Background: an optimization exercise with open tools, aiming at small area, a short achievable clock period and few clock cycles per item. Do not read the settings as production practice.
In this exercise RTL edits were held to simulation tests only and were not proved equivalent to the original.
Power is estimated from default activity; no workload was simulated.

// mlp_coproc
module mlp_coproc (
	input  logic        ACLK,
	input  logic        ARESETN,
	input  logic        s_axis_tvalid,
	input  logic [31:0] s_axis_tdata,
	output logic        s_axis_tready,
	output logic        m_axis_tvalid,
	output logic [31:0] m_axis_tdata,
	output logic        m_axis_tlast,
	input  logic        m_axis_tready
);
	localparam int L   = in_words;
	localparam int TAP = L - 3;
	localparam int NQ = 4;
	localparam logic [9*NQ-1:0] QV = {9'd350, 9'd233, 9'd117, 9'd0};
	localparam logic [1:0] n_credits = 2'd3;
	function automatic logic [8:0] inc_mod(input logic [8:0] v);
		inc_mod = (v == 9'(L - 1)) ? 9'd0 : v + 9'd1;
	endfunction
	function automatic logic [7:0] sat_hi(input logic [acc_width-1:0] v);
		sat_hi = (|v[acc_width-1:16]) ? 8'hff : v[15:8];
	endfunction
	function automatic logic in_q(input logic [8:0] dd);
		in_q = 1'b0;
		for (int m = 0; m < NQ; m++) begin
			if (dd == QV[9*m +: 9]) begin
				in_q = 1'b1;
			end
		end
	endfunction
	logic       tready_q;
	logic       in_v;
	logic [7:0] din;
  ...
export LEC_CHECK = 0
export ABC_CLOCK_PERIOD_IN_PS = 3500
export CAP_MARGIN = 20
export CORE_MARGIN = 2
export CORE_UTILIZATION = 40
export CTS_CLUSTER_DIAMETER = 80
export CTS_CLUSTER_SIZE = 25
export SLEW_MARGIN = 20
create_clock -name core_clock -period 11.0 [get_ports {ACLK}]
standard.sh (not shown) runs the stock make flow with config.mk's settings and CLKGATE_MAP_FILE= SYNTH_SCRIPT=/design/flow/synth_recipe.tcl, a recipe that flattens the netlist after the stock synthesis.
==> flow/flow/run.sh <==
#!/bin/bash
set -euo pipefail
SETUP_MARGIN=7.5
bash standard.sh SETUP_SLACK_MARGIN=$SETUP_MARGIN "BUFFER_PORTS_ARGS=-buffer_cell sky130_fd_sc_hd__buf_4" finish > flow_standard.log 2>&1
Testbench counts at the start, summed over its fixed seeds: cycles 18,592, frames 32.
Then changed:
--- a/flow/design.v
+++ b/flow/design.v
@@ -191,46 +191,46 @@
 		p0l  <= a_now * bs0[3:0];
 		p0h  <= a_now * bs0[7:4];
 		p1l  <= a_now * bs1[3:0];
 		p1h  <= a_now * bs1[7:4];
 		if (v2) begin
 			acc0 <= (f0_2 ? acc_width'(bmem[0]) : acc0) + acc_width'(p0l) + acc_width'({p0h, 4'd0});
 			acc1 <= (f0_2 ? acc_width'(bmem[1]) : acc1) + acc_width'(p1l) + acc_width'({p1h, 4'd0});
 		end
 	end
 	logic [7:0]  h0, h1;
+	logic [7:0]  sat0;
 	logic [6:2]  st;
-	logic [7:0]  c_sel;
-	logic [3:0]  nib;
+	logic [7:0]  opc;
+	logic [3:0]  opn;
 	logic [11:0] prod;
 	logic [16:0] osum;
 	logic        yv;
 	logic [7:0]  y;
+	assign sat0 = sat_hi(acc0);
 	always_ff @(posedge ACLK) begin
 		if (!ARESETN) begin
 			st <= '0;
 			yv <= 1'b0;
 		end else begin
 			st <= {st[5:2], v3};
 			yv <= st[6];
 		end
 	end
-	always_comb begin
-		c_sel = (st[2] || st[3]) ? c1 : c2;
-		nib   = st[2] ? h0[3:0] : st[3] ? h0[7:4] : st[4] ? h1[3:0] : h1[7:4];
-	end
 	always_ff @(posedge ACLK) begin
 		if (v3) begin
-			h0 <= sat_hi(acc0);
+			h0 <= sat0;
 			h1 <= sat_hi(acc1);
 		end
-		prod <= c_sel * nib;
+		opc  <= (v3 || st[2]) ? c1 : c2;
+		opn  <= v3 ? sat0[3:0] : st[2] ? h0[7:4] : st[3] ? h1[3:0] : h1[7:4];
+		prod <= opc * opn;
 		if (st[3] || st[4] || st[5] || st[6]) begin
 			osum <= (st[3] ? 17'(c0) : osum) + ((st[4] || st[6]) ? 17'({prod, 4'd0}) : 17'(prod));
 		end
 	end
 	assign y = osum[16] ? 8'hff : osum[15:8];
 	logic       e0_v, e1_v, e2_v;
 	logic [8:0] e0, e1, e2;
 	logic [8:0] yl;
 	logic [5:0] rcnt;
 	assign take = e0_v && m_axis_tready;
Synthesized cell count rose by 0.38%.
Core utilization fell by 0.62 points.
Global-route usage is about the same.
Power stays flat.
Cell count stays flat.
Clock skew hardly moves.
Count of clock-buffer cells in the layout goes down by 5.
First-iteration DRC count hardly moves.
Worst hold slack loses 0.032 ns.
Area after synthesis stays flat.
Via count drops by 0.99%.
Cell area shrinks by 0.76%.
Testbench counts after the change, summed over its fixed seeds: cycles 18,592, frames 32.

========
mlp_coproc, a different RTL version from the one above (not shown whole).
Size: about 5900 cells after synthesis, about 4200 flip-flops, about 71 I/O pins.
==> flow/config.mk <==
export PLATFORM = sky130hd
export DESIGN_NAME = mlp_coproc
export DESIGN_NICKNAME = mlp_coproc
export VERILOG_FILES = /design/flow/design.v
export SDC_FILE = /design/flow/constraint.sdc
export NUM_CORES = 4
export LEC_CHECK = 0
export ABC_CLOCK_PERIOD_IN_PS = 3500
export CAP_MARGIN = 20
export CORE_MARGIN = 2
export CORE_UTILIZATION = 65
export CTS_CLUSTER_DIAMETER = 80
export CTS_CLUSTER_SIZE = 25
export SLEW_MARGIN = 20
==> flow/constraint.sdc <==
create_clock -name core_clock -period 11.0 [get_ports {ACLK}]
set_input_delay 2.2000 -clock core_clock [delete_from_list [all_inputs] [get_ports {ACLK}]]
set_output_delay 2.2000 -clock core_clock [all_outputs]
set_load 0.01 [all_outputs]
==> flow/flow/run.sh <==
#!/bin/bash
set -euo pipefail
SETUP_MARGIN=7.6
bash standard.sh SETUP_SLACK_MARGIN=$SETUP_MARGIN "BUFFER_PORTS_ARGS=-buffer_cell sky130_fd_sc_hd__buf_4" finish > flow_standard.log 2>&1
The baseline completed with no timing, DRC or antenna violations.
Testbench counts at the start, summed over its fixed seeds: cycles 18,592, frames 32.
Rerun with:
--- a/flow/design.v
+++ b/flow/design.v
@@ -222,15 +222,15 @@
 		opc  <= (v3 || st[2]) ? c1 : c2;
 		opn  <= v3 ? sat0[3:0] : st[2] ? h0[7:4] : st[3] ? h1[3:0] : h1[7:4];
 		prod <= opc * opn;
 		osum <= (st[3] ? 17'(c0) : osum) + ((st[4] || st[6]) ? 17'({prod, 4'd0}) : 17'(prod));
 	end
 	assign y = osum[16] ? 8'hff : osum[15:8];
 	logic       e0_v, e1_v, e2_v;
-	logic [8:0] e1, e2;
+	logic [8:0] e0, e1, e2;
 	logic [8:0] yl;
 	logic [5:0] rcnt;
 	logic e0_e;
 	logic e0_v_n;
 	assign take = !e0_e && m_axis_tready;
 	always_comb begin
 		if (take) begin
@@ -260,28 +260,27 @@
 				e1_v <= yv;
 			end else if (e1_v && !e2_v) begin
 				e2_v <= yv;
 			end
 		end
 	end
 	logic [8:0] e0_n;
-	logic [8:0] e0_i;
 	logic [8:0] od;
 	always_comb begin
 		if (take) begin
 			e0_n = e1_v ? e1 : yl;
 		end else if (e0_e) begin
 			e0_n = yl;
 		end else begin
-			e0_n = ~e0_i;
-		end
-	end
-	always_ff @(posedge ACLK) begin
-		e0_i <= ~e0_n;
-		od   <= e0_n;
+			e0_n = e0;
+		end
+	end
+	always_ff @(posedge ACLK) begin
+		e0 <= e0_n;
+		od <= e0_n;
 		if (take) begin
 			e1 <= e2_v ? e2 : yl;
 			e2 <= yl;
 		end else if (!e0_e && !e1_v) begin
 			e1 <= yl;
 		end else if (e1_v && !e2_v) begin
 			e2 <= yl;
Via count drops by 0.58%.
Power is about the same.
Sequential power stays flat.
Setup slack got worse by 0.13 ns.
Routed wire length drops by 0.36%.
Combinational power drops by 8.5%.
Worst hold slack got worse by 0.0096 ns.
Clock-buffer cell count climbs by 5.
Register-to-register slack stays flat.
Testbench counts after the change, summed over its fixed seeds: cycles 18,592, frames 32.

========
The RTL this note starts from:
==> flow/design.v <==
`timescale 1ns/1ps
package coproc_pkg;
	localparam int data_width = 8;
	localparam int axis_width = 32;
	localparam int a_rows   = 64;
	localparam int a_cols   = 7;
	localparam int b_words  = 16;
	localparam int c_words  = 3;
	localparam int n_hidden = 2;
	localparam int a_words   = a_rows * a_cols;
	localparam int in_words  = a_words + b_words + c_words;
	localparam int out_words = a_rows;
	localparam int a_addr_bits   = 9;
	localparam int b_addr_bits   = 4;
	localparam int c_addr_bits   = 2;
	localparam int res_addr_bits = 6;
	localparam int acc_width  = 19;
	localparam int frac_shift = 8;
endpackage
`timescale 1ns/1ps
import coproc_pkg::*;
module mlp_coproc (
	input  logic        ACLK,
	input  logic        ARESETN,
	input  logic        s_axis_tvalid,
	input  logic [31:0] s_axis_tdata,
	output logic        s_axis_tready,
	output logic        m_axis_tvalid,
	output logic [31:0] m_axis_tdata,
	output logic        m_axis_tlast,
	input  logic        m_axis_tready
);
	localparam int L   = in_words;
	localparam int TAP = L - 3;
	localparam int NQ = 4;
	localparam logic [9*NQ-1:0] QV = {9'd350, 9'd233, 9'd117, 9'd0};
	localparam logic [1:0] n_credits = 2'd3;
	function automatic logic [8:0] inc_mod(input logic [8:0] v);
		inc_mod = (v == 9'(L - 1)) ? 9'd0 : v + 9'd1;
	endfunction
	function automatic logic [7:0] sat_hi(input logic [acc_width-1:0] v);
		sat_hi = (|v[acc_width-1:16]) ? 8'hff : v[15:8];
	endfunction
	function automatic logic in_q(input logic [8:0] dd);
		in_q = 1'b0;
		for (int m = 0; m < NQ; m++) begin
			if (dd == QV[9*m +: 9]) begin
				in_q = 1'b1;
			end
		end
	endfunction
	logic       tready_q;
	logic       in_v;
	logic [7:0] din;
	logic [8:0] widx_l;
	logic [8:0] d_l;
	logic       accept;
	logic       rdy_acc;
	logic       rdy_idle;
	logic [8:0] ts;
	logic [8:0] cidx;
	logic [2:0] kk;
	logic       rd_full;
	logic [1:0] cred;
	logic       row_go;
	logic       consume;
	logic       take;
	function automatic logic ready_for(input logic [8:0] w, input logic [8:0] dd,
		input logic full, input logic [8:0] ci);
		if (w < 9'(a_words)) begin
			ready_for = in_q(dd) && (!full || ci > w);
		end else begin
			ready_for = (w >= 9'(a_words + b_words)) || !full;
		end
	endfunction
	assign accept        = s_axis_tvalid & tready_q;
	assign s_axis_tready = tready_q;
	logic [8:0] widx_1, widx_2;
	logic [8:0] d_1, d_2;
	logic r_20, r_11, r_02;
	always_comb begin
		r_20     = ready_for(widx_2, d_l, rd_full, cidx);
		r_11     = ready_for(widx_1, d_1, rd_full, cidx);
		r_02     = ready_for(widx_l, d_2, rd_full, cidx);
		rdy_acc  = in_v ? r_20 : r_11;
		rdy_idle = in_v ? r_11 : r_02;
	end
	always_ff @(posedge ACLK) begin
		if (!ARESETN) begin
			widx_l   <= 9'd0;
			widx_1   <= 9'd1;
			widx_2   <= 9'd2;
			d_l      <= 9'(L - 1);
			d_1      <= 9'd0;
			d_2      <= 9'd1;
			in_v     <= 1'b0;
			tready_q <= 1'b1;
		end else begin
			if (in_v) begin
				widx_l <= widx_1;
				widx_1 <= widx_2;
				widx_2 <= inc_mod(widx_2);
			end else begin
				d_l <= d_1;
				d_1 <= d_2;
				d_2 <= inc_mod(d_2);
			end
			in_v     <= accept;
			tready_q <= accept ? rdy_acc : rdy_idle;
		end
		din <= s_axis_tdata[7:0];
	end
	logic is_a;
	assign is_a = (widx_l < 9'(a_words));
	logic [8*L-1:0] ring;
	always_ff @(posedge ACLK) begin
		ring <= {ring[8*(L-1)-1:0], ring[8*L-1 -: 8]};
		for (int m = 0; m < NQ; m++) begin
			if (in_v && is_a && d_l == QV[9*m +: 9]) begin
				ring[8*(QV[9*m +: 9] + 1) +: 8] <= din;
			end
		end
	end
	logic [7:0] bmem [0:b_words-1];
	logic [7:0] c0;
	logic [7:0] c1;
	logic [7:0] c2;
	always_ff @(posedge ACLK) begin
		for (int j = 0; j < b_words; j++) begin
			if (in_v && widx_l == 9'(a_words + j)) begin
				bmem[j] <= din;
			end
		end
		if (in_v && widx_l == 9'(a_words + b_words)) c0 <= din;
		if (in_v && widx_l == 9'(a_words + b_words + 1)) c1 <= din;
		if (in_v && widx_l == 9'(a_words + b_words + 2)) c2 <= din;
	end
	assign row_go  = rd_full && (kk == 3'd0) && (ts == cidx) && (cred != 2'd0);
	assign consume = (kk != 3'd0) || row_go;
	always_ff @(posedge ACLK) begin
		if (!ARESETN) begin
			ts      <= 9'd2;
			cidx    <= '0;
			kk      <= '0;
			rd_full <= 1'b0;
			cred    <= n_credits;
		end else begin
			ts <= inc_mod(ts);
			if (consume) begin
				kk <= (kk == 3'd6) ? 3'd0 : kk + 3'd1;
				if (cidx == 9'(a_words - 1)) begin
					cidx    <= '0;
					rd_full <= 1'b0;
				end else begin
					cidx <= cidx + 9'd1;
				end
			end
			if (in_v && widx_l == 9'(a_words + b_words - 1)) begin
				rd_full <= 1'b1;
				cidx    <= '0;
			end
			cred <= cred - 2'(row_go) + 2'(take);
		end
	end
	logic        v1, f0_1, f6_1;
	logic        v2, f0_2, f6_2;
	logic        v3;
	logic [7:0]  bs0, bs1;
	logic [11:0] p0l, p0h, p1l, p1h;
	logic [acc_width-1:0] acc0, acc1;
	logic [7:0]  a_now;
	assign a_now = ring[8*(TAP + 1) +: 8];
	always_ff @(posedge ACLK) begin
		if (!ARESETN) begin
			v1 <= 1'b0;
			v2 <= 1'b0;
			v3 <= 1'b0;
		end else begin
			v1 <= consume;
			v2 <= v1;
			v3 <= v2 && f6_2;
		end
	end
	always_ff @(posedge ACLK) begin
		f0_1 <= (kk == 3'd0);
		f6_1 <= (kk == 3'd6);
		bs0  <= bmem[{kk + 3'd1, 1'b0}];
		bs1  <= bmem[{kk + 3'd1, 1'b1}];
		f0_2 <= f0_1;
		f6_2 <= f6_1;
		p0l  <= a_now * bs0[3:0];
		p0h  <= a_now * bs0[7:4];
		p1l  <= a_now * bs1[3:0];
		p1h  <= a_now * bs1[7:4];
		if (v2) begin
			acc0 <= (f0_2 ? acc_width'(bmem[0]) : acc0) + acc_width'(p0l) + acc_width'({p0h, 4'd0});
			acc1 <= (f0_2 ? acc_width'(bmem[1]) : acc1) + acc_width'(p1l) + acc_width'({p1h, 4'd0});
		end
	end
	logic [7:0]  h0, h1;
	logic [7:0]  sat0;
	logic [6:2]  st;
	logic [7:0]  opc;
	logic [3:0]  opn;
	logic [11:0] prod;
	logic [16:0] osum;
	logic        yv;
	logic [7:0]  y;
	assign sat0 = sat_hi(acc0);
	always_ff @(posedge ACLK) begin
		if (!ARESETN) begin
			st <= '0;
			yv <= 1'b0;
		end else begin
			st <= {st[5:2], v3};
			yv <= st[6];
		end
	end
	always_ff @(posedge ACLK) begin
		if (v3) begin
			h0 <= sat0;
			h1 <= sat_hi(acc1);
		end
		opc  <= (v3 || st[2]) ? c1 : c2;
		opn  <= v3 ? sat0[3:0] : st[2] ? h0[7:4] : st[3] ? h1[3:0] : h1[7:4];
		prod <= opc * opn;
		if (st[3] || st[4] || st[5] || st[6]) begin
			osum <= (st[3] ? 17'(c0) : osum) + ((st[4] || st[6]) ? 17'({prod, 4'd0}) : 17'(prod));
		end
	end
	assign y = osum[16] ? 8'hff : osum[15:8];
	logic       e0_v, e1_v, e2_v;
	logic [8:0] e0, e1, e2;
	logic [8:0] yl;
	logic [5:0] rcnt;
	assign take = e0_v && m_axis_tready;
	assign yl   = {rcnt == 6'd63, y};
	always_ff @(posedge ACLK) begin
		if (!ARESETN) begin
			e0_v <= 1'b0;
			e1_v <= 1'b0;
			e2_v <= 1'b0;
			rcnt <= '0;
		end else begin
			if (yv) begin
				rcnt <= rcnt + 6'd1;
			end
			if (take) begin
				e0_v <= e1_v || yv;
				e1_v <= e2_v || (e1_v && yv);
				e2_v <= e2_v && yv;
			end else if (!e0_v) begin
				e0_v <= yv;
			end else if (!e1_v) begin
				e1_v <= yv;
			end else if (!e2_v) begin
				e2_v <= yv;
			end
		end
	end
	always_ff @(posedge ACLK) begin
		if (take) begin
			e0 <= e1_v ? e1 : yl;
			e1 <= e2_v ? e2 : yl;
			e2 <= yl;
		end else if (!e0_v) begin
			e0 <= yl;
		end else if (!e1_v) begin
			e1 <= yl;
		end else if (!e2_v) begin
			e2 <= yl;
		end
	end
	assign m_axis_tvalid = e0_v;
	assign m_axis_tdata  = {24'd0, e0[7:0]};
	assign m_axis_tlast  = e0[8];
endmodule
Settings: LEC_CHECK=0, ABC_CLOCK_PERIOD_IN_PS=3500, CAP_MARGIN=20, CORE_MARGIN=2, CORE_UTILIZATION=65, CTS_CLUSTER_DIAMETER=80, CTS_CLUSTER_SIZE=25, SLEW_MARGIN=20; clock period 11.0 ns.
==> flow/flow/run.sh <==
#!/bin/bash
set -euo pipefail
SETUP_MARGIN=7.5
bash standard.sh SETUP_SLACK_MARGIN=$SETUP_MARGIN "BUFFER_PORTS_ARGS=-buffer_cell sky130_fd_sc_hd__buf_4" finish > flow_standard.log 2>&1
Testbench counts at the start, summed over its fixed seeds: cycles 18,592, frames 32.
Change:
--- a/flow/design.v
+++ b/flow/design.v
@@ -38,16 +38,16 @@
 	function automatic logic [8:0] inc_mod(input logic [8:0] v);
 		inc_mod = (v == 9'(L - 1)) ? 9'd0 : v + 9'd1;
 	endfunction
 	function automatic logic [7:0] sat_hi(input logic [acc_width-1:0] v);
 		sat_hi = (|v[acc_width-1:16]) ? 8'hff : v[15:8];
 	endfunction
-	function automatic logic in_q(input logic [8:0] dd);
+	function automatic logic in_q(input logic [8:0] dd, input int k);
 		in_q = 1'b0;
 		for (int m = 0; m < NQ; m++) begin
-			if (dd == QV[9*m +: 9]) begin
+			if (dd == 9'((int'(QV[9*m +: 9]) + L - k) % L)) begin
 				in_q = 1'b1;
 			end
 		end
 	endfunction
 	logic       tready_q;
 	logic       in_v;
@@ -62,51 +62,46 @@
 	logic [2:0] kk;
 	logic       rd_full;
 	logic [1:0] cred;
 	logic       row_go;
 	logic       consume;
 	logic       take;
-	function automatic logic ready_for(input logic [8:0] w, input logic [8:0] dd,
+	function automatic logic ready_for(input logic [8:0] w, input logic q_ok,
 		input logic full, input logic [8:0] ci);
 		if (w < 9'(a_words)) begin
-			ready_for = in_q(dd) && (!full || ci > w);
+			ready_for = q_ok && (!full || ci > w);
 		end else begin
 			ready_for = (w >= 9'(a_words + b_words)) || !full;
 		end
 	endfunction
 	assign accept        = s_axis_tvalid & tready_q;
 	assign s_axis_tready = tready_q;
 	logic [8:0] widx_1, widx_2;
-	logic [8:0] d_1, d_2;
 	logic r_20, r_11, r_02;
 	always_comb begin
-		r_20     = ready_for(widx_2, d_l, rd_full, cidx);
-		r_11     = ready_for(widx_1, d_1, rd_full, cidx);
-		r_02     = ready_for(widx_l, d_2, rd_full, cidx);
+		r_20     = ready_for(widx_2, in_q(d_l, 0), rd_full, cidx);
+		r_11     = ready_for(widx_1, in_q(d_l, 1), rd_full, cidx);
+		r_02     = ready_for(widx_l, in_q(d_l, 2), rd_full, cidx);
 		rdy_acc  = in_v ? r_20 : r_11;
 		rdy_idle = in_v ? r_11 : r_02;
 	end
 	always_ff @(posedge ACLK) begin
 		if (!ARESETN) begin
 			widx_l   <= 9'd0;
 			widx_1   <= 9'd1;
 			widx_2   <= 9'd2;
 			d_l      <= 9'(L - 1);
-			d_1      <= 9'd0;
-			d_2      <= 9'd1;
 			in_v     <= 1'b0;
 			tready_q <= 1'b1;
 		end else begin
 			if (in_v) begin
 				widx_l <= widx_1;
 				widx_1 <= widx_2;
 				widx_2 <= inc_mod(widx_2);
 			end else begin
-				d_l <= d_1;
-				d_1 <= d_2;
-				d_2 <= inc_mod(d_2);
+				d_l <= inc_mod(d_l);
 			end
 			in_v     <= accept;
 			tready_q <= accept ? rdy_acc : rdy_idle;
 		end
 		din <= s_axis_tdata[7:0];
 	end
@@ -189,16 +184,14 @@
 		f0_2 <= f0_1;
 		f6_2 <= f6_1;
 		p0l  <= a_now * bs0[3:0];
 		p0h  <= a_now * bs0[7:4];
 		p1l  <= a_now * bs1[3:0];
 		p1h  <= a_now * bs1[7:4];
-		if (v2) begin
-			acc0 <= (f0_2 ? acc_width'(bmem[0]) : acc0) + acc_width'(p0l) + acc_width'({p0h, 4'd0});
-			acc1 <= (f0_2 ? acc_width'(bmem[1]) : acc1) + acc_width'(p1l) + acc_width'({p1h, 4'd0});
-		end
+		acc0 <= (f0_2 ? acc_width'(bmem[0]) : acc0) + acc_width'(p0l) + acc_width'({p0h, 4'd0});
+		acc1 <= (f0_2 ? acc_width'(bmem[1]) : acc1) + acc_width'(p1l) + acc_width'({p1h, 4'd0});
 	end
 	logic [7:0]  h0, h1;
 	logic [7:0]  sat0;
 	logic [6:2]  st;
 	logic [7:0]  opc;
 	logic [3:0]  opn;
@@ -221,15 +214,13 @@
 			h0 <= sat0;
 			h1 <= sat_hi(acc1);
 		end
 		opc  <= (v3 || st[2]) ? c1 : c2;
 		opn  <= v3 ? sat0[3:0] : st[2] ? h0[7:4] : st[3] ? h1[3:0] : h1[7:4];
 		prod <= opc * opn;
-		if (st[3] || st[4] || st[5] || st[6]) begin
-			osum <= (st[3] ? 17'(c0) : osum) + ((st[4] || st[6]) ? 17'({prod, 4'd0}) : 17'(prod));
-		end
+		osum <= (st[3] ? 17'(c0) : osum) + ((st[4] || st[6]) ? 17'({prod, 4'd0}) : 17'(prod));
 	end
 	assign y = osum[16] ? 8'hff : osum[15:8];
 	logic       e0_v, e1_v, e2_v;
 	logic [8:0] e0, e1, e2;
 	logic [8:0] yl;
 	logic [5:0] rcnt;
After rerunning:
- combinational power went up by 140%
- routed wire length is lower by 1.7%
- synthesized cell count came out lower by 1.5%
- total power rose by 1.2%
- maximum frequency rose by 0.32%
- die area went down by 1.3%
- cell count goes down by 1.0%
- setup slack gains 0.012 ns
- count of clock-buffer cells in the layout stays the same
- non-clock buffer count went up by 14
- utilization went up by 0.36 points
- register-to-register slack loses 0.12 ns
- worst hold slack gets worse by 0.0030 ns
- first-iteration DRC count goes down by 8.4%
Testbench counts after the change, summed over its fixed seeds: cycles 18,592, frames 32.

separate check: timing with driven ports:
The results above use ideal ports. As a check the final layouts listed here were re-extracted and re-timed, cells and wires unchanged. Step 1, drivers: a clkbuf_16 drives ACLK and a buf_2 each remaining input, both assumed. Step 2 times the ports against the registers' clock, not the clock port: input delays grow and output delays shrink by t, the midpoint of the rising clock arrivals with the driver on. Three values: ideal, step 1, step 2; two values: the first two.
run	t (ns)	setup slack, ns	worst setup path after step 2	latest minus earliest clock arrival (ns)
the first run of note 1	0.886	7.056 / 7.056 / 7.056	register to register	0.104 / 0.105
the second run of note 1	0.897	7.400 / 7.318 / 6.789	input to register	0.127 / 0.127
the first run of note 2	0.863	7.542 / 7.466 / 7.357	input to register	0.046 / 0.045
the second run of note 2	0.865	7.412 / 7.336 / 7.271	input to register	0.060 / 0.060
the first run of note 3	0.902	7.411 / 7.331 / 6.875	input to register	0.049 / 0.050
the second run of note 3	0.893	7.422 / 7.341 / 6.980	input to register	0.058 / 0.059
After both steps setup and hold are still met in every run listed. The setup slack of the second run of note 1, which loses most, moves by -0.082 ns with the drivers and by -0.611 ns with both steps.
